Source: an optimization exercise on an open RTL-to-GDS flow (aim: small area). Production flows keep margins and buffers that such runs may drop. Only simulation tests tie the RTL to the original design; equivalence was not proved. No driver is modelled on the clock port, so clocking that relies on it looks cheaper here than on a real chip. Power figures rest on the tool's default switching activity, not on a simulated workload.

**flow/config.mk**
```make
export PLATFORM = sky130hd
export DESIGN_NAME = conv_input_cache
export DESIGN_NICKNAME = conv_input_cache
export VERILOG_FILES = /design/flow/design.v
export SDC_FILE = /design/flow/constraint.sdc
export NUM_CORES = 4
export LEC_CHECK = 0
export CAP_MARGIN = 20
export CORE_MARGIN = 2
export CORE_UTILIZATION = 40
export SLEW_MARGIN = 20
```
**flow/constraint.sdc**
```tcl
create_clock -name core_clock -period 4.0 [get_ports {clk}]
set_input_delay 0.8000 -clock core_clock [delete_from_list [all_inputs] [get_ports {clk}]]
set_output_delay 0.8000 -clock core_clock [all_outputs]
set_load 0.01 [all_outputs]
```
**flow/design.v**
```verilog
module conv_input_cache (
	input  logic                           clk,
	input  logic                           rst_n,
	input  logic [1:0]                     cmd,
	input  logic [32-1:0]            pixel_in,
	output logic [1:0]                     ack,
	output logic [6-1:0]             rom_addr,
	output logic [(8 - 3 + 1)*32-1:0]  out_window,
	output logic                           out_valid
);
	localparam int PW = 32;
	localparam int ROW_BITS = 8 * 32;
	localparam int WB = (8 - 3 + 1) * 32;
	localparam logic [1:0] M_IDLE = 2'd0;
	localparam logic [1:0] M_PRE = 2'd1;
	localparam logic [1:0] M_SHIFT = 2'd2;
	localparam logic [1:0] M_LOAD = 2'd3;
	logic [1:0] mode;
	logic [3:0] cnt;      
	logic [2:0] tl;       
	logic [2:0] old;      
	logic [2:0] vld;      
	logic [2:0] sel;      
	logic bias;
	logic [2:0] ld, rot, en, hd;    
	logic idle, shift, rd, row_done, cmd_done;
	logic [1:0] mode_n;
	logic [2:0] old_n, show, turn, ld_n, rot_n;
	assign idle = (mode == M_IDLE);
	assign shift = (mode == M_SHIFT);
	assign rd = mode[0];
	assign row_done = rd && (rom_addr[2:0] == 3'd7);
	always_comb begin
		case (mode)
			M_PRE: cmd_done = row_done && cnt[1];
			M_LOAD: cmd_done = row_done;
			M_SHIFT: cmd_done = cnt[3] && cnt[0];
			default: cmd_done = 1'b0;
		endcase
		mode_n = idle ? cmd : (cmd_done ? M_IDLE : mode);
		old_n = row_done ? {old[1:0], old[2]} : old;
		ld_n = {3{mode_n[0]}} & old_n;
	end
	always_comb begin
		show = ({3{cnt < 4'd3}} & old)
			| ({3{cnt >= 4'd3 && cnt < 4'd6}} & {old[1:0], old[2]})
			| ({3{cnt >= 4'd6 && cnt < 4'd9}} & {old[0], old[2:1]});
		turn[0] = shift && (cnt <= 4'd7);
		turn[1] = (shift && (cnt >= 4'd3)) || (tl == 3'd1);
		turn[2] = (shift && (cnt >= 4'd6)) || ((tl != 3'd0) && (tl <= 3'd4));
		rot_n = ({3{turn[0]}} & old)
			| ({3{turn[1]}} & {old[1:0], old[2]})
			| ({3{turn[2]}} & {old[0], old[2:1]});
	end
	always_ff @(posedge clk or negedge rst_n) begin
		if (!rst_n) begin
			mode <= M_IDLE;
			ack <= 2'd0;
			rom_addr <= '0;
			tl <= 3'd0;
			old <= 3'b001;
			vld <= 3'b000;
			out_valid <= 1'b0;
			ld <= 3'b000;
			rot <= 3'b000;
			en <= 3'b000;
			hd <= 3'b111;
		end else begin
			ack <= cmd_done ? mode : 2'd0;
			mode <= mode_n;
			if (rd)
				rom_addr <= rom_addr + 1'b1;
			if (shift && cmd_done)
				tl <= 3'd1;
			else if (tl != 3'd0)
				tl <= (tl == 3'd5) ? 3'd0 : tl + 1'b1;
			old <= old_n;
			if (row_done)
				vld <= vld | old;
			out_valid <= shift;
			ld <= ld_n;
			rot <= rot_n;
			en <= ld_n | rot_n;
			hd <= ~(ld_n | rot_n);
		end
	end
	always_ff @(posedge clk) begin
		if (idle)
			cnt <= 4'd0;
		else if (shift || row_done)
			cnt <= cnt + 1'b1;
		sel <= shift ? (show & vld) : 3'b000;
		bias <= shift && cmd_done;
	end
	logic [ROW_BITS-1:0] row0, row1, row2;
	function automatic logic [ROW_BITS-1:0] row_next(
		input logic [ROW_BITS-1:0] q,
		input logic [PW-1:0] pix,
		input logic l, r, e, h
	);
		row_next[ROW_BITS-PW-1:0] = ({(ROW_BITS-PW){e}} & q[ROW_BITS-1:PW])
			| ({(ROW_BITS-PW){h}} & q[ROW_BITS-PW-1:0]);
		row_next[ROW_BITS-1:ROW_BITS-PW] = ({PW{l}} & pix)
			| ({PW{r}} & q[PW-1:0])
			| ({PW{h}} & q[ROW_BITS-1:ROW_BITS-PW]);
	endfunction
	always_ff @(posedge clk) begin
		row0 <= row_next(row0, pixel_in, ld[0], rot[0], en[0], hd[0]);
		row1 <= row_next(row1, pixel_in, ld[1], rot[1], en[1], hd[1]);
		row2 <= row_next(row2, pixel_in, ld[2], rot[2], en[2], hd[2]);
	end
	assign out_window = ({WB{sel[0]}} & row0[WB-1:0])
		| ({WB{sel[1]}} & row1[WB-1:0])
		| ({WB{sel[2]}} & row2[WB-1:0])
		| ({WB{bias}} & {(8 - 3 + 1){32'h3F80_0000}});
endmodule
```
**flow/flow/run.sh**
```bash
#!/bin/bash
# Standard ORFS layout, with the port buffers made as buf_1 cells and a
# clock tree of clkbuf_16 cells, each driving up to 30 registers, without
# dummy loads.
cd "$(dirname "$0")/.."
export BUFFER_PORTS_ARGS="-buffer_cell sky130_fd_sc_hd__buf_1"
export CTS_ARGS="-sink_clustering_enable -repair_clock_nets -dont_use_dummy_load -buf_list {sky130_fd_sc_hd__clkbuf_16} -sink_clustering_size 30 -sink_clustering_max_diameter 80"
bash standard.sh > standard.log 2>&1
```
**flow/standard.sh**
```bash
#!/bin/bash
# synth_recipe.tcl (not shown) runs the flow's synth.tcl, then flattens the netlist and writes it again
# the make line also repeats each setting of config.mk as NAME=value (left out here)
make -C /OpenROAD-flow-scripts/flow DESIGN_CONFIG=/design/flow/config.mk WORK_HOME=/design/flow/orfs CLKGATE_MAP_FILE= SYNTH_SCRIPT=/design/flow/synth_recipe.tcl "${@:-finish}"
```
==> impl_metrics.yaml, run 1 <==
die:
  die_w_um: 268
  dieHeight_um: 268
  ios: 237
  die_area_mm2: 0.0721
  row_count: 96
  core_region_area_mm2: 0.0689
  initial_core_util_pct: 40.6
power:
  p_seq_share_pct: 63.0
  internal_power_w: 0.0101
  p_switching_w: 0.00305
  comb_power_share_pct: 5.4
  powerDensity_mw_per_mm2: 431
  power.total_w: 0.0131
  p_leak_nw: 13.2
  swShare_pct: 23.2
  clkPwrFrac_pct: 31.6
  vdd_drop_max_uv: 366
grt:
  grt_usage_pct: 22.1
  grt_pass1_vias: 20400
  grt_max_degree: 155
  grt_antenna_before_repair: 4
  overflow: 0
  grt_pass1_wl_mm: 126
layout:
  synthToLayoutAreaGrowth_pct: 8.87
  final_cells: 3446
  layout-drive-gt1-share_pct: 3.82
  final_util_pct: 44.2
  finish.net_count: 2558
timing:
  worst_slew_pin_slew_ps: 1100
  fmax_mhz: 292
  hold_violations: 0
  finalSetupTns_ps: 0
  relSlewSlack_pct: 26.9
  period_needed_ps: 3420
  skew_ps: 70.6
  setup_viol: 0
  final.period_utilization_pct: 85.5
  slew_violations: 0
  rsz0062_at_grt: "no"
  worst_slack_ps: 581
drt:
  drc_errors: 0
  drt_wl_total_mm: 83.3
  wl_met2_mm: 36.2
  viasPerCell: 6.27
  dr.pass1.iters: 10
  wl_per_cell_um: 24.2
  ant_nets: 0
  first_iter_violations: 3403
  top_layer_used: "met5"
  vias: 21600
  wl_met3_mm: 7.41
  wl_met1_mm: 37.6
synthesis:
  ys_warn_count: 1
  syn-cell-area_mm2: 0.0280
  yosysMostFrequentCell: "dfxtp_1"
  synth_xor_area_share_pct: 0.157
  synth_flop_cell: "dfxtp_1"
  synth_top_family_by_area: "compound AO/OA/AOI/OAI gates"
  synthMuxAreaShare_pct: 0.161
  syn_inst: 2460
  synth_nets: 2502
  yosysUniqueCellTypes: 39
  synth_compound_area_share_pct: 32.5
  yosysTopAreaCell: "dfxtp_1"
  async_flop_share_pct: 3.96
  synthSimpleGateAreaFrac_pct: 1.69
  synth_top_area_share_pct: 55.5
  synthAdderAreaFrac_pct: 0.268
  synth-seq-cells: 808
  synth_common_cells: "dfxtp_1, a22o_1, inv_1, a222oi_1, clkbuf_1"
  synth-edff-count: 0
  avgSynthCellArea_um2: 11.4
  yosysSeqAreaShare_pct: 58.4
  synthTopCellsByArea: "dfxtp_1, a22o_1, a222oi_1, inv_1, clkbuf_1"
clock_network:
  cts.sinks: 808
  cts-resized-gates: 0
  clk_pin_slew_ps: 90
  clk_path_buf_depth: 3
  cts_hold_buf: 0
  clockRootBuffer: "clkbuf_16"
  cts_tree: "done"
  cts_max_level: 2
  worstSkewPairLatency_ps: 600
  post_cts_buffers: 0
  cts_buffers: 37
worst_setup_path:
  cp.arrival_ps: 2620
  path_buf_inv: 2
  cp_slowest_cell: "dfxtp_4"
  worstPathCellList: "buf_4 > a22oi_1 > nand2_1 > buf_1"
  worstPathMaxFanout: 73
  critPathMaxStageDelay_ps: 1050
  end_kind: "output pin"
  required_ps: 3200
  start_kind: "flop"
  crit_type: "flop to output pin"
  crit_family: "flip-flops"
placement:
  post-place-ws_ps: 1170
  dp.cells: 3408
  portBuffers: 236
  routabilityCongestion: 0.825
  post-dp-hpwl_mm: 49.8
hold_path:
  min_path_type: "primary input to asynchronous set/reset pin"
run:
  cap_violations: 0
run_status:
  run_status: "timing/DRC/antenna clean"
## cells in the final DEF (no fill, tap or decap), types with 4 or more instances in the layout
| master | Yosys | final |
|---|---|---|
| o21ai_0 | 5 | 5 |
| buf_4 | 1 | 21 |
| a21oi_1 | 48 | 48 |
| mux2_2 | 4 | 4 |
| a222oi_1 | 248 | 248 |
| a22oi_1 | 42 | 42 |
| clkbuf_16 | 0 | 37 |
| ha_1 | 6 | 6 |
| dfrtp_2 | 0 | 4 |
| dfxtp_1 | 776 | 773 |
| a21o_1 | 6 | 6 |
| a22o_1 | 672 | 672 |
| nor2_1 | 19 | 19 |
| buf_12 | 0 | 14 |
| nor2b_1 | 8 | 8 |
| buf_1 | 18 | 235 |
| dfrtp_1 | 28 | 21 |
| nand2_1 | 52 | 52 |
| and3_1 | 5 | 5 |
| inv_1 | 250 | 250 |
## routing by layer
| metal | GRT usage, % | up-vias |
|---|---|---|
| li1 | - | 9614 |
| met1 | 32.7 | 10900 |
| met2 | 32.8 | 1020 |
| met3 | 3.97 | 128 |
| met4 | 6.32 | 8 |
| met5 | 0 | - |
## registers in the layout (all words and copies together) (netlist names)
name / count
en: 3
out_valid: 1
mode: 2
rot: 3
vld: 3
bias: 1
row2: 256
tl: 3
row1: 256
ack: 2
hd: 3
old: 3
ld: 3
sel: 3
row0: 256
cnt: 4
rom_addr: 6
## worst paths after layout
check	endpoint	start	cells after the start	slack (ps)
min in group core_clock	row2[171]	row2[203]	1	440
max	out_window[151]	sel[1]	4	580
min	old[2]	rst_n	1	330
max in group asynchronous	en[0]	rst_n	1	3070
min reg2reg	row2[171]	row2[203]	1	440
max reg2reg	row0[249]	hd[0]	3	1980
## cells by family (layout without fill, tap and decap cells)
family	count (synthesis)	after routing
flip-flops	808	808
buffers and inverters	504	558
other	0	1
XOR/XNOR	5	5
AND/OR/NAND/NOR	103	103
multiplexers	4	4
adder cells (fa/ha/maj)	6	6
AO/OA/AOI/OAI	1030	1030
## power by group through the flow
stage	clock, W	combinational, W	sequential, W
after floorplan	0	0.000507	0.00841
after global placement	0	0.000690	0.00844
after detailed placement	0	0.000705	0.00844
after CTS	0.00426	0.000709	0.00826
after global routing	0.00455	0.000797	0.00828
final	0.00415	0.000706	0.00826
## area by class of cell
class	instances	area, um2
Multi-Input combinational cell	1148	9720
Timing Repair Buffer	271	1330
Inverter	250	938
Fill cell	6529	38500
Tap cell	931	1160
Sequential cell	808	16400
Clock buffer	37	926
Antenna cell	1	2.50
## per-stage QoR
step,hold slack [ps],instance area [um2]
after CTS,313,30500
after global placement,448,29500
after detailed placement,452,29500
final,329,30500
after floorplan,434,28000
after global routing,353,30500
==> run 2: changes to the inputs <==
--- a/flow/design.v
+++ b/flow/design.v
@@ -19,10 +19,9 @@
 	logic [3:0] cnt;      
 	logic [2:0] tl;       
 	logic [2:0] old;      
-	logic [2:0] vld;      
 	logic [2:0] sel;      
 	logic bias;
-	logic [2:0] ld, rot, en, hd;    
+	logic [2:0] ld, rot, en, hd;
 	logic idle, shift, rd, row_done, cmd_done;
 	logic [1:0] mode_n;
 	logic [2:0] old_n, show, turn, ld_n, rot_n;
@@ -59,12 +58,11 @@
 			rom_addr <= '0;
 			tl <= 3'd0;
 			old <= 3'b001;
-			vld <= 3'b000;
 			out_valid <= 1'b0;
 			ld <= 3'b000;
 			rot <= 3'b000;
 			en <= 3'b000;
-			hd <= 3'b111;
+			hd <= 3'b000;
 		end else begin
 			ack <= cmd_done ? mode : 2'd0;
 			mode <= mode_n;
@@ -75,8 +73,6 @@
 			else if (tl != 3'd0)
 				tl <= (tl == 3'd5) ? 3'd0 : tl + 1'b1;
 			old <= old_n;
-			if (row_done)
-				vld <= vld | old;
 			out_valid <= shift;
 			ld <= ld_n;
 			rot <= rot_n;
@@ -89,7 +85,7 @@
 			cnt <= 4'd0;
 		else if (shift || row_done)
 			cnt <= cnt + 1'b1;
-		sel <= shift ? (show & vld) : 3'b000;
+		sel <= shift ? show : 3'b000;
 		bias <= shift && cmd_done;
 	end
 	logic [ROW_BITS-1:0] row0, row1, row2;
==> run 2 against run 1 <==
  * Count of clock-buffer cells in the layout is the same
  * Cell count shrank 0.17%
  * Still clean
  * Worst hold slack lost 120 ps
  * Combinational power grew 12%
  * Highest routed layer unchanged
==> impl_metrics.yaml, run 2 <==
timing:
  hold_violations: 0
  finalSetupTns_ps: 0
  setup_viol: 0
  fmax_mhz: 302
  period_needed_ps: 3310
  slew_violations: 0
  worst_slack_ps: 692
  rsz0062_at_grt: "no"
  relSlewSlack_pct: 26.5
  worst_slew_pin_slew_ps: 1100
  skew_ps: 51.1
  final.period_utilization_pct: 82.7
clock_network:
  post_cts_buffers: 0
  cts-resized-gates: 0
  cts_hold_buf: 0
  cts_tree: "done"
  cts_buffers: 37
  worstSkewPairLatency_ps: 590
  clk_path_buf_depth: 3
  cts.sinks: 805
  cts_max_level: 2
  clk_pin_slew_ps: 100
  clockRootBuffer: "clkbuf_16"
synthesis:
  synthAdderAreaFrac_pct: 0.268
  syn_inst: 2455
  synthSimpleGateAreaFrac_pct: 1.49
  synth_top_family_by_area: "compound AO/OA/AOI/OAI gates"
  yosysUniqueCellTypes: 51
  synth-edff-count: 0
  ys_warn_count: 1
  synthMuxAreaShare_pct: 0.188
  synth_flop_cell: "dfxtp_1"
  synthTopCellsByArea: "dfxtp_1, a22o_1, a222oi_1, inv_1, clkbuf_1"
  synth_common_cells: "dfxtp_1, a22o_1, inv_1, a222oi_1, clkbuf_1"
  yosysTopAreaCell: "dfxtp_1"
  synth_top_area_share_pct: 55.5
  synth_xor_area_share_pct: 0.125
  async_flop_share_pct: 3.60
  syn-cell-area_mm2: 0.0280
  synth-seq-cells: 805
  synth_nets: 2497
  synth_compound_area_share_pct: 32.9
  yosysSeqAreaShare_pct: 58.1
  yosysMostFrequentCell: "dfxtp_1"
  avgSynthCellArea_um2: 11.4
worst_setup_path:
  end_kind: "output pin"
  crit_type: "flop to output pin"
  start_kind: "flop"
  required_ps: 3200
  crit_start: "sel[0]"
  r2r_start: "mode[0]"
  worstPathMaxFanout: 46
  cp.arrival_ps: 2510
layout:
  synthToLayoutAreaGrowth_pct: 8.84
  multi_input_area_mm2: 0.00979
  reg.largest.list: "row0 (256), row1 (256), row2 (256)"
  final_common_cell: "dfxtp_1"
  fin_area_mm2: 0.0305
  seqCellArea_mm2: 0.0163
  final_cell_mix: "dfxtp_1, a22o_1, inv_1, a222oi_1, buf_1"
  final_util_pct: 44.2
  finish.net_count: 2553
  nFillCells: 6491
  final_cells: 3440
  layout-drive-gt1-share_pct: 4.11
  antenna_cells: 0
power:
  comb_power_share_pct: 6.0
  internal_power_w: 0.0101
  p_leak_nw: 12.9
  swShare_pct: 23.2
  clkPwrFrac_pct: 31.1
  p_switching_w: 0.00307
  p_seq_share_pct: 62.9
  powerDensity_mw_per_mm2: 434
  vdd_drop_max_uv: 320
placement:
  post-place-ws_ps: 1340
  dpl_cell_area_mm2: 0.0295
  post-dp-hpwl_mm: 50.4
  routabilityCongestion: 0.824
  portBuffers: 236
  dp.cells: 3403
die:
  die_w_um: 268
  die_area_mm2: 0.0721
  core_region_area_mm2: 0.0689
  dieHeight_um: 268
  row_count: 96
  ios: 237
  initial_core_util_pct: 40.6
drt:
  drt_wl_total_mm: 83.1
  first_iter_violations: 3522
  dr.pass1.iters: 9
  ant_nets: 0
  wl_per_cell_um: 24.2
  vias: 21600
  viasPerCell: 6.27
  drc_errors: 0
run_status:
  run_status: "timing/DRC/antenna clean"
hold_path:
  min_path_type: "primary input to asynchronous set/reset pin"
grt:
  overflow: 0
  grt_usage_pct: 22.1
  grt_antenna_before_repair: 2
  grt_pass1_vias: 20100
  grt_max_degree: 137
  grt_pass1_wl_mm: 125
run:
  cap_violations: 0
-- run 2: cell count changes after synthesis, sizes merged, moves of 4 or more --
cell / delta
a21o: -4
or2: -6
nor2b: -7
buf: +5
nand2b: +4
clkbuf: -4
a22o: +4
nor2: -13
-- run 2: layout make-up --
cell class / count / share of cell area [%]
Clock buffer: 37 / 3.04
Sequential cell: 805 / 53.5
Multi-Input combinational cell: 1143 / 32.2
Inverter: 252 / 3.11
Tap cell: 931 / 3.83
Timing Repair Buffer: 272 / 4.33
-- run 2: cells by family (layout without fill, tap and decap cells) --
family,after synthesis,count (layout)
DFF,805,805
muxes,5,5
AOI/OAI and AO/OA,1041,1041
xor gates and xnor gates,4,4
buffers and inverters,507,561
adders and majority gates,6,6
and+or+nand+nor,87,87
-- run 2: final timing paths --
check / end / slack (ps) / cells past startpoint
max in group asynchronous: en[0] / 3450 / 2
setup / recovery: out_window[54] / 690 / 4
hold / removal: en[2] / 210 / 2
min in group core_clock: row0[223] / 460 / 1
hold reg to reg: row0[223] / 460 / 1
setup reg to reg: en[0] / 1880 / 4
-- run 2: worst max-delay path: stages (launching register included) --
cell	delay [ps]
dfxtp_4	740
buf_4	550
a222oi_1	220
inv_1	180
buf_1	190
-- run 2: through the flow --
| stage | hold WS [ps] | total power, W |
|---|---|---|
| 6_report | 212 | 0.0132 |
| 5_1_grt | 216 | 0.0137 |
| 4_1_cts | 196 | 0.0133 |
| 3_5_place_dp | 455 | 0.00929 |
| 3_3_place_gp | 446 | 0.00924 |
| 2_1_floorplan | 434 | 0.00903 |
-- run 2: metal layers --
layer	routed length, um	global-route usage, %	share of wire, %
met5	23	0	0.028
met4	1610	5.29	1.9
met3	6640	3.32	8.0
met2	36800	33.0	44
met1	38000	33.3	46
-- run 2: power groups by stage --
stage / logic (W) / clock network [W] / registers, W
final: 0.000792 / 0.00411 / 0.00831
after global routing: 0.000882 / 0.00450 / 0.00834
after CTS: 0.000800 / 0.00423 / 0.00831
after detailed placement: 0.000796 / 0 / 0.00849
after global placement: 0.000760 / 0 / 0.00848
after floorplan: 0.000588 / 0 / 0.00845
==> run 3: changes to the inputs <==
--- a/flow/config.mk
+++ b/flow/config.mk
@@ -5,7 +5,7 @@
 export SDC_FILE = /design/flow/constraint.sdc
 export NUM_CORES = 4
 export LEC_CHECK = 0
-export CAP_MARGIN = 20
+export CAP_MARGIN = 0
 export CORE_MARGIN = 2
 export CORE_UTILIZATION = 40
-export SLEW_MARGIN = 20
+export SLEW_MARGIN = 0
==> run 3 against run 2 <==
  * Worst hold slack is the same
  * Combinational power is essentially flat
  * Global-route usage is the same
  * Maximum frequency is the same
  * Sequential share of layout area is the same
  * Area after synthesis is the same
  * First-iteration DRC count is the same
  * Core utilization is the same
  * Wire length is the same
  * Cell area is the same
  * Critical path depth is the same
  * Sequential power is essentially flat
  * Critical endpoint unchanged
==> impl_metrics.yaml, run 3 <==
run_status:
  run_status: "timing/DRC/antenna clean"
grt:
  grt_pass1_vias: 20100
  overflow: 0
  grt_pass1_wl_mm: 125
  grt_usage_pct: 22.1
  grt_antenna_before_repair: 2
  grt_max_degree: 137
timing:
  final.period_utilization_pct: 82.7
  rsz0062_at_grt: "no"
  setup_viol: 0
  hold_violations: 0
  fmax_mhz: 302
  slew_violations: 0
  worst_slack_ps: 692
  finalSetupTns_ps: 0
  worst_slew_pin_slew_ps: 1100
  skew_ps: 51.1
  period_needed_ps: 3310
  relSlewSlack_pct: 26.5
drt:
  wl_per_cell_um: 24.2
  drt_wl_total_mm: 83.1
  ant_nets: 0
  dr.pass1.iters: 9
  viasPerCell: 6.27
  first_iter_violations: 3522
  vias: 21600
  drc_errors: 0
synthesis:
  synth-edff-count: 0
  synth_top_family_by_area: "compound AO/OA/AOI/OAI gates"
  synth_compound_area_share_pct: 32.9
  yosysSeqAreaShare_pct: 58.1
  synth_flop_cell: "dfxtp_1"
  synth_xor_area_share_pct: 0.125
  synth-seq-cells: 805
  synth_top_area_share_pct: 55.5
  synthAdderAreaFrac_pct: 0.268
  synth_common_cells: "dfxtp_1, a22o_1, inv_1, a222oi_1, clkbuf_1"
  yosysTopAreaCell: "dfxtp_1"
  synth_nets: 2497
  async_flop_share_pct: 3.60
  synthMuxAreaShare_pct: 0.188
  yosysMostFrequentCell: "dfxtp_1"
  syn_inst: 2455
  synthSimpleGateAreaFrac_pct: 1.49
  syn-cell-area_mm2: 0.0280
  synthTopCellsByArea: "dfxtp_1, a22o_1, a222oi_1, inv_1, clkbuf_1"
  yosysUniqueCellTypes: 51
  ys_warn_count: 1
  avgSynthCellArea_um2: 11.4
clock_network:
  cts_buffers: 37
  cts_hold_buf: 0
  clk_pin_slew_ps: 100
  post_cts_buffers: 0
  cts_max_level: 2
  worstSkewPairLatency_ps: 590
  cts-resized-gates: 0
  cts.sinks: 805
  clockRootBuffer: "clkbuf_16"
  cts_tree: "done"
  clk_path_buf_depth: 3
worst_setup_path:
  required_ps: 3200
  cp.arrival_ps: 2510
  r2r_start: "mode[0]"
  r2r_slack_ps: 1880
  rr_endpoint: "en[0]"
  worstPathMaxFanout: 46
  end_kind: "output pin"
  crit_type: "flop to output pin"
  r2r_cells: 4
  start_kind: "flop"
die:
  ios: 237
  die_area_mm2: 0.0721
  dieHeight_um: 268
  die_w_um: 268
  initial_core_util_pct: 40.6
  row_count: 96
  core_region_area_mm2: 0.0689
placement:
  portBuffers: 236
  post-dp-hpwl_mm: 50.4
  post-place-ws_ps: 1340
  routabilityCongestion: 0.824
layout:
  final_util_pct: 44.2
  final_common_cell: "dfxtp_1"
  reg.largest.list: "row0 (256), row1 (256), row2 (256)"
  nFillCells: 6491
  finish.net_count: 2553
  final_cell_mix: "dfxtp_1, a22o_1, inv_1, a222oi_1, buf_1"
  layout-drive-gt1-share_pct: 4.11
  antenna_cells: 0
  synthToLayoutAreaGrowth_pct: 8.84
hold_path:
  min_path_type: "primary input to asynchronous set/reset pin"
power:
  p_leak_nw: 12.9
  powerDensity_mw_per_mm2: 434
  vdd_drop_max_uv: 320
run:
  cap_violations: 0
-- run 3: cell counts after synthesis --
No cell type changed its count.
-- run 3: worst max path at each step --
stage | from | to | cells past startpoint
after detailed placement | sel[1] | out_window[96] | 4
after global placement | sel[1] | out_window[96] | 4
after floorplan | sel[1] | out_window[119] | 4
final | sel[0] | out_window[54] | 4
after global routing | sel[1] | out_window[12] | 4
after CTS | sel[0] | out_window[144] | 4
-- run 3: final cells by class --
class | count | area, um2 | share of cell area [%]
Timing Repair Buffer | 272 | 1320 | 4.33
Tap cell | 931 | 1160 | 3.83
Clock buffer | 37 | 926 | 3.04
Sequential cell | 805 | 16300 | 53.5
Multi-Input combinational cell | 1143 | 9790 | 32.2
Inverter | 252 | 946 | 3.11
-- run 3: power by group --
group | switching, W | internal [W] | leakage [nW]
registers | 0.000156 | 0.00816 | 6.63
clock network | 0.00244 | 0.00167 | 0.456
logic | 0.000470 | 0.000322 | 5.76
-- run 3: worst max-delay path, cell delays in order, from the launching register on --
cell      delay [ps]
dfxtp_4          740
buf_4            550
a222oi_1         220
inv_1            180
buf_1            190
-- run 3: routing by layer --
| metal | vias up | global-route usage (%) | part of all wire (%) |
|---|---|---|---|
| li1 | 9617 | - | - |
| met1 | 10800 | 33.3 | 46 |
| met2 | 1003 | 33.0 | 44 |
| met3 | 94 | 3.32 | 8.0 |
| met4 | 4 | 5.29 | 1.9 |
| met5 | - | 0 | 0.028 |
-- run 3: per-stage QoR --
stage / std cells / hold WS (ps) / instance area [um2] / total power [W]
6_report: 3440 / 212 / 30500 / 0.0132
5_1_grt: 3440 / 216 / 30500 / 0.0137
4_1_cts: 3440 / 196 / 30500 / 0.0133
3_5_place_dp: 3403 / 455 / 29500 / 0.00929
3_3_place_gp: 3403 / 446 / 29500 / 0.00924
2_1_floorplan: 2455 / 434 / 28000 / 0.00903
-- run 3: logic make-up after synthesis --
logic type,after synthesis
compound gates,1041
xor+xnor,4
fa+ha+maj,6
buf+inv,507
flops,805
mux,5
simple gates,87
==> run 4: changes to the inputs <==
--- a/flow/design.v
+++ b/flow/design.v
@@ -20,7 +20,7 @@
 	logic [2:0] tl;       
 	logic [2:0] old;      
 	logic [2:0] sel;      
-	logic bias;
+	logic bias;           
 	logic [2:0] ld, rot, en, hd;
 	logic idle, shift, rd, row_done, cmd_done;
 	logic [1:0] mode_n;
@@ -58,7 +58,6 @@
 			rom_addr <= '0;
 			tl <= 3'd0;
 			old <= 3'b001;
-			out_valid <= 1'b0;
 			ld <= 3'b000;
 			rot <= 3'b000;
 			en <= 3'b000;
@@ -73,7 +72,6 @@
 			else if (tl != 3'd0)
 				tl <= (tl == 3'd5) ? 3'd0 : tl + 1'b1;
 			old <= old_n;
-			out_valid <= shift;
 			ld <= ld_n;
 			rot <= rot_n;
 			en <= ld_n | rot_n;
@@ -86,7 +84,6 @@
 		else if (shift || row_done)
 			cnt <= cnt + 1'b1;
 		sel <= shift ? show : 3'b000;
-		bias <= shift && cmd_done;
 	end
 	logic [ROW_BITS-1:0] row0, row1, row2;
 	function automatic logic [ROW_BITS-1:0] row_next(
@@ -105,6 +102,8 @@
 		row1 <= row_next(row1, pixel_in, ld[1], rot[1], en[1], hd[1]);
 		row2 <= row_next(row2, pixel_in, ld[2], rot[2], en[2], hd[2]);
 	end
+	assign bias = (tl == 3'd1);
+	assign out_valid = (sel != 3'b000) || bias;
 	assign out_window = ({WB{sel[0]}} & row0[WB-1:0])
 		| ({WB{sel[1]}} & row1[WB-1:0])
 		| ({WB{sel[2]}} & row2[WB-1:0])
--- a/flow/config.mk
+++ b/flow/config.mk
@@ -5,7 +5,7 @@
 export SDC_FILE = /design/flow/constraint.sdc
 export NUM_CORES = 4
 export LEC_CHECK = 0
-export CAP_MARGIN = 0
+export CAP_MARGIN = 20
 export CORE_MARGIN = 2
 export CORE_UTILIZATION = 40
-export SLEW_MARGIN = 0
+export SLEW_MARGIN = 20
==> run 4 against run 3 <==
  * Still clean on timing, DRC and antenna
  * Wire length decreased by 0.27%
  * Global-route usage barely moved
  * Die area is 0.40% lower
  * Non-clock buffer count up 4
  * Clock skew grew 8.4 ps
  * Highest routed layer unchanged
  * Sequential share of layout area is 0.078 points lower
  * Critical path type unchanged
==> impl_metrics.yaml, run 4 <==
run_status:
  run_status: "timing/DRC/antenna clean"
synthesis:
  synth_top_area_share_pct: 55.7
  syn_inst: 2412
  avgSynthCellArea_um2: 11.6
  synth-seq-cells: 803
  ys_warn_count: 1
  synth_flop_cell: "dfxtp_1"
  synth-edff-count: 0
  yosysUniqueCellTypes: 50
  synthTopCellsByArea: "dfxtp_1, a22o_1, a222oi_1, inv_1, clkbuf_1"
  synth_common_cells: "dfxtp_1, a22o_1, a222oi_1, inv_1, clkbuf_1"
  yosysMostFrequentCell: "dfxtp_1"
  synth_nets: 2454
  async_flop_share_pct: 3.49
  yosysSeqAreaShare_pct: 58.2
  yosysTopAreaCell: "dfxtp_1"
  syn-cell-area_mm2: 0.0279
placement:
  post-dp-hpwl_mm: 49.6
  portBuffers: 236
  dpl_cell_area_mm2: 0.0294
  routabilityCongestion: 0.788
  dp.cells: 3364
grt:
  grt_pass1_wl_mm: 126
  overflow: 0
  grt_usage_pct: 22.1
  grt_max_degree: 129
  grt_antenna_before_repair: 4
  grt_pass1_vias: 20700
die:
  ios: 237
  die_w_um: 268
  core_region_area_mm2: 0.0688
  dieHeight_um: 268
  die_area_mm2: 0.0718
  initial_core_util_pct: 40.5
  row_count: 96
clock_network:
  cts_tree: "done"
  clockRootBuffer: "clkbuf_16"
  worstSkewPairLatency_ps: 610
  clk_path_buf_depth: 3
  cts_max_level: 2
  cts_hold_buf: 0
  cts-resized-gates: 0
  cts_buffers: 38
  clk_pin_slew_ps: 100
  post_cts_buffers: 0
  cts.sinks: 803
layout:
  layout-drive-gt1-share_pct: 4.53
  final_cells: 3405
  final_cell_mix: "dfxtp_1, a22o_1, a222oi_1, inv_1, buf_1"
  final_util_pct: 44.2
  fin_area_mm2: 0.0304
  finish.net_count: 2516
  final_common_cell: "dfxtp_1"
  synthToLayoutAreaGrowth_pct: 9.14
  nFillCells: 6433
  reg.largest.list: "row0 (256), row1 (256), row2 (256)"
worst_setup_path:
  end_kind: "output pin"
  worstPathMaxFanout: 69
  crit_start: "sel[0]"
  start_kind: "flop"
  crit_type: "flop to output pin"
  required_ps: 3200
  r2r_slack_ps: 1910
  r2r_start: "rom_addr[0]"
  cp.arrival_ps: 2610
drt:
  ant_nets: 0
  drt_wl_total_mm: 82.9
  dr.pass1.iters: 15
  drc_errors: 0
  vias: 21600
  first_iter_violations: 3382
  viasPerCell: 6.35
  wl_per_cell_um: 24.3
power:
  powerDensity_mw_per_mm2: 449
  p_leak_nw: 12.8
  vdd_drop_max_uv: 274
  power.total_w: 0.0136
timing:
  hold_violations: 0
  slew_violations: 0
  final.period_utilization_pct: 85.2
  fmax_mhz: 294
  relSlewSlack_pct: 21.9
  rsz0062_at_grt: "no"
  setup_viol: 0
  worst_slew_pin_slew_ps: 1170
  period_needed_ps: 3410
  skew_ps: 59.5
  finalSetupTns_ps: 0
hold_path:
  min_path_type: "primary input to asynchronous set/reset pin"
run:
  cap_violations: 0
[run 4: area by class of cell]
cell class                      instances  area, um2  share of cell area [%]
Clock buffer                           38        951                    3.13
Antenna cell                            2       5.00                  0.0165
Timing Repair Buffer                  276       1370                    4.49
Inverter                              251        942                    3.10
Tap cell                              931       1160                    3.83
Sequential cell                       803      16300                    53.5
Multi-Input combinational cell       1104       9730                    32.0
[run 4: stage by stage]
stage               setup slack, ps  hold slack [ps]
floorplan                      2070              434
global placement               1210              447
detailed placement             1190              452
CTS                             546              211
global route                    492              252
finish                          594              235
[run 4: critical path: stages (launching register included)]
cell and delay, ps:
dfxtp_4 970, buf_4 490, a222oi_1 260, inv_1 130
buf_1 160
[run 4: metal layers]
metal | track usage (%) | vias up | wire (um)
met5 | 0 | - | 44
met4 | 6.81 | 6 | 1990
met3 | 3.27 | 119 | 6290
met2 | 34.9 | 969 | 37700
met1 | 31.3 | 11000 | 36800
li1 | - | 9538 | -
[run 4: cells by family after synthesis]
family	share of synthesized area, %
XOR/XNOR	0.126
flip-flops	58.2
multiplexers	0.189
adder cells (fa/ha/maj)	0.269
buffers and inverters	6.90
AO/OA/AOI/OAI	32.7
AND/OR/NAND/NOR	1.59
[run 4: where the power goes]
group	switching, W	internal [W]	total, W
registers	0.000163	0.00813	0.00829
clock network	0.00244	0.00171	0.00415
logic	0.000751	0.000446	0.00120
total	0.00336	0.0103	0.0136
[run 4: path summary, 6_finish.rpt]
kind	to	depth (start not counted)
setup reg to reg	en[2]	5
max in group asynchronous	old[0]	2
hold / removal	hd[1]	2
min in group core_clock	row0[195]	1
setup / recovery	out_window[86]	4
hold reg to reg	row0[195]	1
==> run 5: changes to the inputs <==
--- a/flow/design.v
+++ b/flow/design.v
@@ -78,12 +78,17 @@
 			hd <= ~(ld_n | rot_n);
 		end
 	end
-	always_ff @(posedge clk) begin
-		if (idle)
+	always_ff @(posedge clk or negedge rst_n) begin
+		if (!rst_n) begin
 			cnt <= 4'd0;
-		else if (shift || row_done)
-			cnt <= cnt + 1'b1;
-		sel <= shift ? show : 3'b000;
+			sel <= 3'b000;
+		end else begin
+			if (idle)
+				cnt <= 4'd0;
+			else if (shift || row_done)
+				cnt <= cnt + 1'b1;
+			sel <= shift ? show : 3'b000;
+		end
 	end
 	logic [ROW_BITS-1:0] row0, row1, row2;
 	function automatic logic [ROW_BITS-1:0] row_next(
--- a/flow/config.mk
+++ b/flow/config.mk
@@ -8,4 +8,5 @@
 export CAP_MARGIN = 20
 export CORE_MARGIN = 2
 export CORE_UTILIZATION = 40
+export GPL_TIMING_DRIVEN = 0
 export SLEW_MARGIN = 20
==> run 5 against run 4 <==
  * Global-route usage up 7.4 points
  * Area after synthesis about the same
  * Count of clock-buffer cells in the layout down 3
  * Clock power down 1%
  * Core utilization up 0.62 points
  * Sequential power about the same
  * Flip-flop and latch count unchanged
  * Non-clock buffer count up 215
  * Die area about the same
  * Register-to-register slack worse by 290 ps
  * Sequential share of layout area down 0.76 points
==> impl_metrics.yaml, run 5 <==
run_status:
  run_status: "timing/DRC/antenna clean"
die:
  row_count: 96
  die_area_mm2: 0.0718
  ios: 237
  core_region_area_mm2: 0.0688
  die_w_um: 268
  initial_core_util_pct: 40.5
  dieHeight_um: 268
clock_network:
  cts_hold_buf: 0
  clk_path_buf_depth: 3
  worstSkewPairLatency_ps: 620
  clockRootBuffer: "clkbuf_16"
  post_cts_buffers: 0
  cts_tree: "done"
  cts_buffers: 35
  cts.sinks: 803
  clk_pin_slew_ps: 110
  cts-resized-gates: 0
  cts_max_level: 2
synthesis:
  synth_nets: 2454
  yosysTopAreaCell: "dfxtp_1"
  syn-cell-area_mm2: 0.0279
  ys_warn_count: 1
  yosysSeqAreaShare_pct: 58.3
  synth_top_family_by_area: "compound AO/OA/AOI/OAI gates"
  synthAdderAreaFrac_pct: 0.269
  synthSimpleGateAreaFrac_pct: 1.68
  synth_xor_area_share_pct: 0.157
  synth-seq-cells: 803
  synth-edff-count: 0
  synthTopCellsByArea: "dfxtp_1, a22o_1, a222oi_1, inv_1, dfrtp_1"
  yosysUniqueCellTypes: 44
  yosysMostFrequentCell: "dfxtp_1"
  synth_compound_area_share_pct: 32.5
  synth_top_area_share_pct: 55.1
  avgSynthCellArea_um2: 11.6
  synthMuxAreaShare_pct: 0.224
  syn_inst: 2412
  async_flop_share_pct: 4.36
  synth_flop_cell: "dfxtp_1"
  synth_common_cells: "dfxtp_1, a22o_1, a222oi_1, inv_1, clkbuf_1"
layout:
  final_cell_mix: "dfxtp_1, a22o_1, a222oi_1, buf_1, inv_1"
  final_common_cell: "dfxtp_1"
  nFillCells: 6503
  reg.largest.list: "row0 (256), row1 (256), row2 (256)"
  multi_input_area_mm2: 0.00972
  seqCellArea_mm2: 0.0163
  finish.net_count: 2728
  layout-drive-gt1-share_pct: 2.27
  synthToLayoutAreaGrowth_pct: 10.6
  final_cells: 3617
grt:
  use_met2_pct: 47.7
  busiest_layer: "met2"
  grt_max_degree: 31
  grt_pass1_wl_mm: 154
  met3_usage_pct: 6.70
  grt_pass1_vias: 22400
  met1_usage_pct: 37.4
  overflow: 0
  grt_antenna_before_repair: 8
  grt_usage_pct: 29.5
power:
  p_seq_share_pct: 61.2
  comb_power_share_pct: 8.5
  p_switching_w: 0.00338
  swShare_pct: 25.0
  vdd_drop_max_uv: 296
  p_leak_nw: 12.9
  clkPwrFrac_pct: 30.3
  internal_power_w: 0.0101
  powerDensity_mw_per_mm2: 438
run:
  cap_violations: 0
placement:
  routabilityCongestion: 0.945
  post-dp-hpwl_mm: 80.7
  dp.cells: 3580
  portBuffers: 236
timing:
  final.period_utilization_pct: 99.2
  setup_viol: 0
  finalSetupTns_ps: 0
  period_needed_ps: 3970
  skew_ps: 65.5
  fmax_mhz: 252
  rsz0062_at_grt: "no"
  worst_slew_pin_slew_ps: 1160
  hold_violations: 0
  relSlewSlack_pct: 22.9
  slew_violations: 0
drt:
  drc_errors: 0
  first_iter_violations: 4232
  wl_per_cell_um: 30.4
  drt_wl_total_mm: 110
  dr.pass1.iters: 9
  vias: 23400
  ant_nets: 0
  viasPerCell: 6.47
worst_setup_path:
  required_ps: 3200
  end_kind: "output pin"
  crit_type: "flop to output pin"
  start_kind: "flop"
  cp.arrival_ps: 3170
  worstPathMaxFanout: 10
  r2r_cells: 4
hold_path:
  min_path_type: "primary input to asynchronous set/reset pin"
==> run 5: cell types whose count changed after synthesis, sizes merged, moves of 6 or more <==
cell | previous run | this run
clkbuf | 210 | 225
buf | 44 | 29
dfrtp | 27 | 34
and3b | 0 | 6
dfxtp | 775 | 768
==> run 5: through the flow <==
stage | setup slack, ps | area, um2 | hold WS [ps] | utilization [%] | power, W
6_report | 30.9 | 30800 | 94.0 | 44.8 | 0.0135
5_1_grt | 6.97 | 30800 | 79.4 | 44.8 | 0.0139
4_1_cts | 102 | 30800 | 70.8 | 44.8 | 0.0135
3_5_place_dp | 739 | 30000 | 453 | 43.5 | 0.00960
3_3_place_gp | 743 | 29900 | 447 | 43.5 | 0.00955
2_1_floorplan | 2000 | 27900 | 434 | - | 0.00914
==> run 5: cell type report <==
| class | count | area share (%) |
|---|---|---|
| Antenna cell | 2 | 0.0162 |
| Buffer | 254 | 3.17 |
| Clock buffer | 35 | 2.84 |
| Inverter | 250 | 3.04 |
| Multi-Input combinational cell | 1105 | 31.5 |
| Sequential cell | 803 | 52.7 |
| Tap cell | 931 | 3.78 |
| Timing Repair Buffer | 237 | 2.94 |
==> run 5: power by group through the flow <==
stage	Clock [W]	Combinational (W)	Sequential [W]
floorplan	0	0.000717	0.00842
global placement	0	0.00111	0.00843
detailed placement	0	0.00115	0.00844
CTS	0.00410	0.00116	0.00826
global route	0.00435	0.00128	0.00828
finish	0.00409	0.00115	0.00826
==> run 5: critical path, cell delays in order (launching register included) <==
cell and delay, ps:
dfrtp_1 460, clkbuf_1 770, clkbuf_1 710, a222oi_1 380, inv_1 120, buf_1 160
==> run 5: logic make-up (layout without fill, tap and decap cells) <==
kind of cell | after synthesis | count (layout)
AOI/OAI and AO/OA | 997 | 997
DFF | 803 | 803
buffers and inverters | 504 | 776
and+or+nand+nor | 91 | 91
adders and majority gates | 6 | 6
muxes | 6 | 6
xor gates and xnor gates | 5 | 5
other | 0 | 2
==> run 5: final timing paths <==
check | from | to | slack (ps)
min | rst_n | rom_addr[1] | 90
max | sel[2] | out_window[64] | 30
min reg2reg | row1[226] | row1[194] | 450
max in group asynchronous | rst_n | old[0] | 3440
min in group core_clock | row1[226] | row1[194] | 450
max reg2reg | en[0] | row0[20] | 1620
==> run 5: metal layers <==
layer | wire length [um] | up-vias
li1 | - | 9985
met1 | 42600 | 11700
met2 | 50300 | 1415
met3 | 11400 | 290
met4 | 5580 | 12
met5 | 74 | -
==> run 6: changes to the inputs <==
--- a/flow/config.mk
+++ b/flow/config.mk
@@ -8,5 +8,4 @@
 export CAP_MARGIN = 20
 export CORE_MARGIN = 2
 export CORE_UTILIZATION = 40
-export GPL_TIMING_DRIVEN = 0
 export SLEW_MARGIN = 20
==> run 6 against run 5 <==
  * Largest cell class unchanged
  * Die area stayed put
  * Clock power is 4% higher
  * Cell count fell by 6.1%
  * Sequential power increased by 0.5%
  * Largest power group unchanged
  * Critical path type unchanged
  * Sequential share of layout area up 0.93 points
  * Cell area down 1.5%
  * Maximum frequency is 13% higher
==> impl_metrics.yaml, run 6 <==
clock_network:
  cts.sinks: 803
  cts_max_level: 2
  worstSkewPairLatency_ps: 610
  clockRootBuffer: "clkbuf_16"
  post_cts_buffers: 0
  clk_pin_slew_ps: 110
  clk_path_buf_depth: 3
  cts_tree: "done"
  cts_hold_buf: 0
  cts_buffers: 39
  cts-resized-gates: 0
power:
  vdd_drop_max_uv: 279
  powerDensity_mw_per_mm2: 449
  p_leak_nw: 12.7
hold_path:
  min_path_type: "primary input to asynchronous set/reset pin"
synthesis:
  synthTopCellsByArea: "dfxtp_1, a22o_1, a222oi_1, inv_1, dfrtp_1"
  synth_compound_area_share_pct: 32.5
  synth_nets: 2454
  yosysTopAreaCell: "dfxtp_1"
  syn-cell-area_mm2: 0.0279
  synthSimpleGateAreaFrac_pct: 1.68
  syn_inst: 2412
  yosysMostFrequentCell: "dfxtp_1"
  async_flop_share_pct: 4.36
  synth-seq-cells: 803
  yosysUniqueCellTypes: 44
  synth_top_area_share_pct: 55.1
  avgSynthCellArea_um2: 11.6
  ys_warn_count: 1
  yosysSeqAreaShare_pct: 58.3
  synth_flop_cell: "dfxtp_1"
  synth_xor_area_share_pct: 0.157
  synthAdderAreaFrac_pct: 0.269
  synth_top_family_by_area: "compound AO/OA/AOI/OAI gates"
  synth_common_cells: "dfxtp_1, a22o_1, a222oi_1, inv_1, clkbuf_1"
  synth-edff-count: 0
  synthMuxAreaShare_pct: 0.224
worst_setup_path:
  required_ps: 3200
  end_kind: "output pin"
  crit_family: "buffers and inverters"
  r2r_slack_ps: 1910
  path_buf_inv: 3
  cp_slowest_cell: "dfrtp_4"
  cp.arrival_ps: 2720
  r2r_start: "rom_addr[0]"
  crit_type: "flop to output pin"
  start_kind: "flop"
  worstPathMaxFanout: 53
  critPathMaxStageDelay_ps: 890
  worstPathCellList: "buf_4 > a222oi_1 > inv_1 > buf_1"
  crit_start: "sel[0]"
drt:
  wl_per_cell_um: 24.1
  dr.pass1.iters: 9
  ant_nets: 0
  first_iter_violations: 3142
  drc_errors: 0
  drt_wl_total_mm: 82.0
  viasPerCell: 6.30
  vias: 21400
die:
  ios: 237
  row_count: 96
  die_area_mm2: 0.0718
  dieHeight_um: 268
  die_w_um: 268
  initial_core_util_pct: 40.5
  core_region_area_mm2: 0.0688
timing:
  slew_violations: 0
  finalSetupTns_ps: 0
  relSlewSlack_pct: 19.9
  fmax_mhz: 284
  skew_ps: 67.2
  setup_viol: 0
  period_needed_ps: 3520
  hold_violations: 0
  final.period_utilization_pct: 88.0
  rsz0062_at_grt: "no"
  worst_slew_pin_slew_ps: 1200
placement:
  routabilityCongestion: 0.812
  portBuffers: 236
  post-dp-hpwl_mm: 48.1
layout:
  layout-drive-gt1-share_pct: 3.94
  final_util_pct: 44.1
  synthToLayoutAreaGrowth_pct: 8.96
  final_cell_mix: "dfxtp_1, a22o_1, a222oi_1, inv_1, buf_1"
  reg.largest.list: "row0 (256), row1 (256), row2 (256)"
  final_common_cell: "dfxtp_1"
  finish.net_count: 2507
grt:
  grt_usage_pct: 21.9
  overflow: 0
  grt_pass1_vias: 20000
  grt_max_degree: 225
  grt_pass1_wl_mm: 124
  grt_antenna_before_repair: 9
run:
  cap_violations: 0
run_status:
  run_status: "timing/DRC/antenna clean"
[run 6: power breakdown]
group / total (W) / switching (W) / internal (W)
Sequential: 0.00830 / 0.000175 / 0.00813
Clock: 0.00425 / 0.00249 / 0.00175
Combinational: 0.00108 / 0.000701 / 0.000383
Total: 0.0136 / 0.00337 / 0.0103
[run 6: cell families (layout without fill, tap and decap cells)]
| group | count (synthesis) | in the layout |
|---|---|---|
| DFF | 803 | 803 |
| other | 0 | 3 |
| adders and majority gates | 6 | 6 |
| muxes | 6 | 6 |
| AOI/OAI and AO/OA | 997 | 997 |
| and+or+nand+nor | 91 | 91 |
| xor gates and xnor gates | 5 | 5 |
| buffers and inverters | 504 | 555 |
[run 6: worst paths after layout]
check,end,cells after the start
worst max-delay path,out_window[133],4
worst min-delay path,cnt[3],1
worst max register to register,hd[2],5
worst min register to register,row2[176],1
max in group asynchronous,sel[0],1
min in group core_clock,row2[176],1
[run 6: worst reg2reg max path: cells and delay by family (launching register included)]
family | cells | cell delay, ps
AO/OA/AOI/OAI | 2 | 780
adder cells (fa/ha/maj) | 2 | 590
flip-flops | 1 | 410
AND/OR/NAND/NOR | 1 | 230
[run 6: area by class of cell]
class / count / area (um2)
Antenna cell: 3 / 7.51
Clock buffer: 39 / 976
Fill cell: 6418 / 38400
Inverter: 250 / 938
Multi-Input combinational cell: 1105 / 9720
Sequential cell: 803 / 16300
Tap cell: 931 / 1160
Timing Repair Buffer: 266 / 1280
[run 6: per-layer routing]
layer / vias up / share of wire [%] / global-route usage (%)
met5: - / 0.093 / 0
met4: 12 / 2.3 / 6.48
met3: 119 / 8.8 / 4.10
met2: 984 / 46 / 34.3
met1: 10700 / 43 / 30.8
li1: 9560 / - / -
[run 6: stage by stage]
stage / power (W) / std cells / setup slack, ps / cell area [um2] / hold slack [ps]
after detailed placement: 0.00958 / 3353 / 1110 / 29300 / 453
after floorplan: 0.00914 / 2412 / 2000 / 27900 / 434
after global routing: 0.0142 / 3396 / 350 / 30400 / 383
after global placement: 0.00953 / 3353 / 1110 / 29300 / 448
after CTS: 0.0138 / 3392 / 504 / 30300 / 344
final: 0.0136 / 3397 / 480 / 30400 / 332
==> run 7: changes to the inputs <==
==> flow/flow/run.sh (replaced) <==
#!/bin/bash
# Standard ORFS layout with three changes: the port buffers are buf_1 cells;
# the clock tree's leaf buffers are clkbuf_8 cells, each driving up to 20
# registers, without dummy loads; and after CTS the clock buffers that drive
# other clock buffers are upsized to clkbuf_16, so the leaves see sharp edges.
set -e
cd "$(dirname "$0")/.."
export BUFFER_PORTS_ARGS="-buffer_cell sky130_fd_sc_hd__buf_1"
export CTS_ARGS="-sink_clustering_enable -repair_clock_nets -dont_use_dummy_load -buf_list {sky130_fd_sc_hd__clkbuf_8} -sink_clustering_size 20 -sink_clustering_max_diameter 60"
bash standard.sh cts > standard_cts.log 2>&1
openroad -no_init -exit flow/upsize_tree.tcl > upsize_tree.log 2>&1
bash standard.sh > standard.log 2>&1
==> flow/flow/upsize_tree.tcl (new file) <==
# Upsize the clock buffers that drive other clock buffers to clkbuf_16,
# then legalise the placement again.
set odb orfs/results/sky130hd/conv_input_cache/base/4_cts.odb
read_db $odb
read_liberty $::env(FLOW_HOME)/platforms/sky130hd/lib/sky130_fd_sc_hd__tt_025C_1v80.lib
set n 0
foreach inst [[ord::get_db_block] getInsts] {
  set m [[$inst getMaster] getName]
  if {![string match "sky130_fd_sc_hd__clkbuf_*" $m]} continue
  set onet [[$inst findITerm X] getNet]
  if {$onet == "NULL"} continue
  set drives_buf 0
  foreach it [$onet getITerms] {
    set mm [[[$it getInst] getMaster] getName]
    if {[string match "sky130_fd_sc_hd__clkbuf_*" $mm] && [$it isInputSignal]} { set drives_buf 1 }
  }
  if {$drives_buf && $m ne "sky130_fd_sc_hd__clkbuf_16"} {
    replace_cell [$inst getName] sky130_fd_sc_hd__clkbuf_16
    incr n
  }
}
puts "upsized $n clock buffers"
detailed_placement
check_placement -verbose
write_db $odb
==> run 7 against run 6 <==
  * Sequential power barely moved
  * Register-to-register slack got worse by 50 ps
  * Combinational power barely moved
  * Cell area fell by 0.45%
  * Area after synthesis did not move
  * Wire length barely moved
==> impl_metrics.yaml, run 7 <==
worst_setup_path:
  r2r_cells: 5
  crit_type: "flop to output pin"
  cp-endpoint: "out_window[133]"
  rr_endpoint: "hd[2]"
  worstPathMaxFanout: 53
  end_kind: "output pin"
  crit_start: "sel[0]"
  required_ps: 3200
  r2r_start: "rom_addr[0]"
  cp.arrival_ps: 2740
  r2r_slack_ps: 1860
  start_kind: "flop"
layout:
  seqCellArea_mm2: 0.0163
  layout-drive-gt1-share_pct: 4.64
  nFillCells: 6430
  reg.largest.list: "row0 (256), row1 (256), row2 (256)"
  multi_input_area_mm2: 0.00972
  final_common_cell: "dfxtp_1"
  final_util_pct: 43.9
  final_cell_mix: "dfxtp_1, a22o_1, a222oi_1, inv_1, buf_1"
  finish.net_count: 2525
  synthToLayoutAreaGrowth_pct: 8.46
synthesis:
  synth_top_area_share_pct: 55.1
  avgSynthCellArea_um2: 11.6
  yosysSeqAreaShare_pct: 58.3
  yosysUniqueCellTypes: 44
  yosysMostFrequentCell: "dfxtp_1"
  yosysTopAreaCell: "dfxtp_1"
  synth_common_cells: "dfxtp_1, a22o_1, a222oi_1, inv_1, clkbuf_1"
  syn_inst: 2412
  synth-edff-count: 0
  synthTopCellsByArea: "dfxtp_1, a22o_1, a222oi_1, inv_1, dfrtp_1"
  ys_warn_count: 1
  synth_nets: 2454
  synth-seq-cells: 803
  async_flop_share_pct: 4.36
  syn-cell-area_mm2: 0.0279
  synth_flop_cell: "dfxtp_1"
timing:
  relSlewSlack_pct: 20.1
  fmax_mhz: 283
  worst_slack_ps: 464
  rsz0062_at_grt: "no"
  worst_slew_pin_slew_ps: 1200
  skew_ps: 64.7
  period_needed_ps: 3540
  final.period_utilization_pct: 88.4
  setup_viol: 0
  slew_violations: 0
  finalSetupTns_ps: 0
  hold_violations: 0
clock_network:
  worstSkewPairLatency_ps: 590
  cts-resized-gates: 0
  cts_buffers: 57
  clockRootBuffer: "clkbuf_8"
  clk_pin_slew_ps: 120
  post_cts_buffers: 0
  cts_hold_buf: 0
  clk_path_buf_depth: 3
  cts_tree: "done"
  cts_max_level: 2
  cts.sinks: 803
die:
  ios: 237
  row_count: 96
  die_w_um: 268
  die_area_mm2: 0.0718
  core_region_area_mm2: 0.0688
  initial_core_util_pct: 40.5
  dieHeight_um: 268
placement:
  portBuffers: 236
  post-dp-hpwl_mm: 48.1
  routabilityCongestion: 0.812
  post-place-ws_ps: 1110
drt:
  drc_errors: 0
  dr.pass1.iters: 10
  first_iter_violations: 3456
  viasPerCell: 6.29
  wl_per_cell_um: 24.0
  drt_wl_total_mm: 82.0
  ant_nets: 0
  vias: 21500
power:
  powerDensity_mw_per_mm2: 439
  p_leak_nw: 12.7
  vdd_drop_max_uv: 255
run:
  cap_violations: 0
grt:
  grt_pass1_vias: 20100
  grt_pass1_wl_mm: 124
  grt_usage_pct: 22.0
  grt_antenna_before_repair: 8
  grt_max_degree: 225
  overflow: 0
run_status:
  run_status: "timing/DRC/antenna clean"
hold_path:
  min_path_type: "primary input to asynchronous set/reset pin"
[run 7: changes by cell type in the layout (fill, tap and decap cells not counted), sizes merged]
cell,before,now
clkbuf,40,58
diode,3,2
[run 7: final cells by class]
class / count / area share [%]
sequential: 803 / 53.9
clock buffer: 57 / 2.78
timing repair buffer: 266 / 4.24
inverter: 250 / 3.10
tap: 931 / 3.85
multi-input combinational: 1105 / 32.1
antenna: 2 / 0.0166
[run 7: worst min path at each step]
| stage | to | from | depth (start not counted) |
|---|---|---|---|
| after floorplan | row0[247] | row0[247] | 2 |
| after global placement | row1[249] | row1[249] | 2 |
| after detailed placement | row0[168] | row0[200] | 1 |
| after CTS | sel[1] | rst_n | 1 |
| after global routing | sel[1] | rst_n | 1 |
| final | ld[1] | rst_n | 1 |
[run 7: cell families after synthesis]
kind of cell,Yosys count,synth area share [%]
XOR/XNOR,5,0.157
AO/OA/AOI/OAI,997,32.5
flip-flops,803,58.3
buffers and inverters,504,6.86
AND/OR/NAND/NOR,91,1.68
multiplexers,6,0.224
adder cells (fa/ha/maj),6,0.269
[run 7: power breakdown]
group / switching, W / internal, W
sequential: 0.000175 / 0.00813
combinational: 0.000696 / 0.000383
clock: 0.00248 / 0.00140
[run 7: critical path, cell delays in order, from the launching register on]
cell      delay, ps
dfrtp_4         890
buf_4           610
a222oi_1        220
inv_1           120
buf_1           250
[run 7: per-stage QoR]
| step | power (W) | cell area [um2] | cells | hold slack (ps) |
|---|---|---|---|---|
| floorplan | 0.00914 | 27900 | 2412 | 434 |
| global placement | 0.00953 | 29300 | 3353 | 448 |
| detailed placement | 0.00958 | 29300 | 3353 | 453 |
| CTS | 0.0133 | 30100 | 3410 | 204 |
| global route | 0.0138 | 30200 | 3413 | 364 |
| finish | 0.0133 | 30200 | 3414 | 318 |
[run 7: layer usage]
layer  GRT usage [%]  vias up  part of all wire [%]
met3            4.33      126                   8.8
met1            30.7    10800                    43
met4            6.87       12                   2.5
li1                -     9579                     -
met2            34.3      957                    46
met5               0        -                 0.084
==> run 8: changes to the inputs <==
--- a/flow/flow/run.sh
+++ b/flow/flow/run.sh
@@ -6,7 +6,7 @@
 set -e
 cd "$(dirname "$0")/.."
 export BUFFER_PORTS_ARGS="-buffer_cell sky130_fd_sc_hd__buf_1"
-export CTS_ARGS="-sink_clustering_enable -repair_clock_nets -dont_use_dummy_load -buf_list {sky130_fd_sc_hd__clkbuf_8} -sink_clustering_size 20 -sink_clustering_max_diameter 60"
+export CTS_ARGS="-sink_clustering_enable -repair_clock_nets -dont_use_dummy_load -buf_list {sky130_fd_sc_hd__clkbuf_8} -sink_clustering_size 20 -sink_clustering_max_diameter 45"
 bash standard.sh cts > standard_cts.log 2>&1
 openroad -no_init -exit flow/upsize_tree.tcl > upsize_tree.log 2>&1
 bash standard.sh > standard.log 2>&1
==> run 8 against run 7 <==
  * First-iteration DRC count decreased by 12%
  * Combinational power about the same
  * Sequential share of layout area decreased by 1.2 points
  * Cell count increased by 1.3%
  * Flip-flop and latch count unchanged
  * Cell area increased by 2.2%
  * Largest cell class unchanged
  * Largest power group unchanged
==> impl_metrics.yaml, run 8 <==
clock_network:
  post_cts_buffers: 0
  cts.sinks: 803
  clk_path_buf_depth: 3
  cts_tree: "done"
  worstSkewPairLatency_ps: 610
  cts_hold_buf: 0
  cts_buffers: 102
  cts-resized-gates: 0
  clockRootBuffer: "clkbuf_8"
  clk_pin_slew_ps: 80
  cts_max_level: 3
layout:
  fin_area_mm2: 0.0309
  final_common_cell: "dfxtp_1"
  final_cell_mix: "dfxtp_1, a22o_1, a222oi_1, inv_1, buf_1"
  final_cells: 3460
  nFillCells: 6385
  finish.net_count: 2570
  multi_input_area_mm2: 0.00972
  seqCellArea_mm2: 0.0163
  reg.largest.list: "row0 (256), row1 (256), row2 (256)"
  layout-drive-gt1-share_pct: 6.33
  synthToLayoutAreaGrowth_pct: 10.9
  final_util_pct: 44.9
synthesis:
  synth-edff-count: 0
  synth_top_area_share_pct: 55.1
  synth_nets: 2454
  syn-cell-area_mm2: 0.0279
  yosysTopAreaCell: "dfxtp_1"
  synth-seq-cells: 803
  synthTopCellsByArea: "dfxtp_1, a22o_1, a222oi_1, inv_1, dfrtp_1"
  yosysUniqueCellTypes: 44
  ys_warn_count: 1
  yosysSeqAreaShare_pct: 58.3
  yosysMostFrequentCell: "dfxtp_1"
  synth_common_cells: "dfxtp_1, a22o_1, a222oi_1, inv_1, clkbuf_1"
  syn_inst: 2412
  avgSynthCellArea_um2: 11.6
  synth_flop_cell: "dfxtp_1"
  async_flop_share_pct: 4.36
worst_setup_path:
  worstPathMaxFanout: 53
  start_kind: "flop"
  crit_type: "flop to output pin"
  cp_slowest_cell: "dfrtp_4"
  worstPathCellList: "buf_4 > a222oi_1 > inv_1 > buf_1"
  cp.arrival_ps: 2730
  required_ps: 3200
  critPathMaxStageDelay_ps: 890
  crit_start: "sel[0]"
  r2r_start: "rom_addr[0]"
  end_kind: "output pin"
power:
  powerDensity_mw_per_mm2: 472
  p_leak_nw: 13.0
  internal_power_w: 0.0110
  p_switching_w: 0.00361
  vdd_drop_max_uv: 271
  swShare_pct: 24.7
  p_seq_share_pct: 57.0
  clkPwrFrac_pct: 35.6
  comb_power_share_pct: 7.4
timing:
  relSlewSlack_pct: 21.1
  skew_ps: 55.3
  rsz0062_at_grt: "no"
  period_needed_ps: 3530
  final.period_utilization_pct: 88.2
  hold_violations: 0
  finalSetupTns_ps: 0
  setup_viol: 0
  slew_violations: 0
  whs_ps: 349
  worst_slew_pin_slew_ps: 1180
  fmax_mhz: 283
drt:
  first_iter_violations: 3032
  viasPerCell: 6.28
  vias: 21700
  drc_errors: 0
  dr.pass1.iters: 12
  ant_nets: 0
  drt_wl_total_mm: 82.7
  wl_per_cell_um: 23.9
placement:
  post-dp-hpwl_mm: 48.1
  dp.cells: 3353
  dpl_cell_area_mm2: 0.0293
  portBuffers: 236
  routabilityCongestion: 0.812
grt:
  grt_antenna_before_repair: 9
  grt_pass1_wl_mm: 126
  overflow: 0
  grt_pass1_vias: 20500
  grt_max_degree: 225
  grt_usage_pct: 22.3
die:
  core_region_area_mm2: 0.0688
  initial_core_util_pct: 40.5
  row_count: 96
  ios: 237
  die_w_um: 268
  dieHeight_um: 268
  die_area_mm2: 0.0718
hold_path:
  min_path_type: "primary input to asynchronous set/reset pin"
run_status:
  run_status: "timing/DRC/antenna clean"
run:
  cap_violations: 0
-- run 8: per-layer routing --
metal | GRT usage, % | share of wire, % | vias to the layer above
met5 | 0 | 0.088 | -
met1 | 30.5 | 42 | 10900
met2 | 34.6 | 46 | 978
li1 | - | - | 9668
met3 | 5.28 | 9.1 | 157
met4 | 7.47 | 2.8 | 12
-- run 8: worst paths after layout --
kind                                    to  slack, ps  cells past startpoint
max in group asynchronous            en[1]       3000                      1
hold / removal                 rom_addr[1]        350                      1
hold reg to reg                  row1[223]        430                      1
min in group core_clock          row1[223]        430                      1
setup / recovery           out_window[133]        470                      4
setup reg to reg                     hd[2]       1890                      5
-- run 8: layout make-up --
class                   count  area share (%)
flip-flops and latches    803            52.7
multi-input cells        1105            31.4
clock buffers             102            4.87
repair buffers            266            4.15
well taps                 931            3.77
inverters                 250            3.04
diodes                      3          0.0243
-- run 8: worst max-delay path: cells and delay by family (launching register included) --
kind | cells | cell delay [ps]
compound gates | 1 | 230
buf+inv | 3 | 970
flops | 1 | 890
-- run 8: power groups by stage --
stage	clock (W)	combinational, W	sequential (W)
6_report	0.00520	0.00108	0.00831
5_1_grt	0.00566	0.00122	0.00833
4_1_cts	0.00511	0.00110	0.00831
3_5_place_dp	0	0.00109	0.00849
3_3_place_gp	0	0.00106	0.00847
2_1_floorplan	0	0.000717	0.00842
-- run 8: cell families after synthesis --
logic type	synth area share (%)
adder cells (fa/ha/maj)	0.269
AND/OR/NAND/NOR	1.68
multiplexers	0.224
XOR/XNOR	0.157
buffers and inverters	6.86
flip-flops	58.3
AO/OA/AOI/OAI	32.5
-- run 8: metrics by stage --
step	setup WS [ps]	power, W
detailed placement	1110	0.00958
global route	324	0.0152
global placement	1110	0.00953
finish	472	0.0146
floorplan	2000	0.00914
CTS	385	0.0145

afterwards: timing with drivers on the ports:
How much do the figures lean on ideal ports? The routed layouts below were timed once more, with nothing changed but the port constraints.
Step 1 assumes that a clkbuf_16 drives the clock port and a buf_2 every other input.
Step 2 adds t to the input delays and takes it off the output delays; t is the mean of the earliest and latest rising clock arrival at the registers after step 1. Input paths then give back, and output paths get back, about the clock's delay inside the block.
a / b / c = no drivers / after step 1 / after step 2; a / b = the first two.
run	t, ns	setup WS [ns]	worst hold slack (ns)	cell pins on the clock port's net
run 1	0.630	0.581 / 0.518 / 1.148	0.329 / 0.289 / 0.442	1
run 2	0.631	0.692 / 0.630 / 1.262	0.212 / 0.172 / 0.462	1
run 3	0.631	0.692 / 0.630 / 1.262	0.212 / 0.172 / 0.462	1
run 4	0.625	0.594 / 0.532 / 1.157	0.235 / 0.198 / 0.435	1
run 5	0.644	0.031 / -0.033 / 0.611	0.094 / 0.054 / 0.446	1
run 6	0.629	0.480 / 0.417 / 1.047	0.332 / 0.293 / 0.431	1
run 7	0.631	0.464 / 0.400 / 1.032	0.318 / 0.278 / 0.428	1
run 8	0.637	0.472 / 0.408 / 1.046	0.349 / 0.309 / 0.435	1
After both steps every run listed still meets setup and hold.
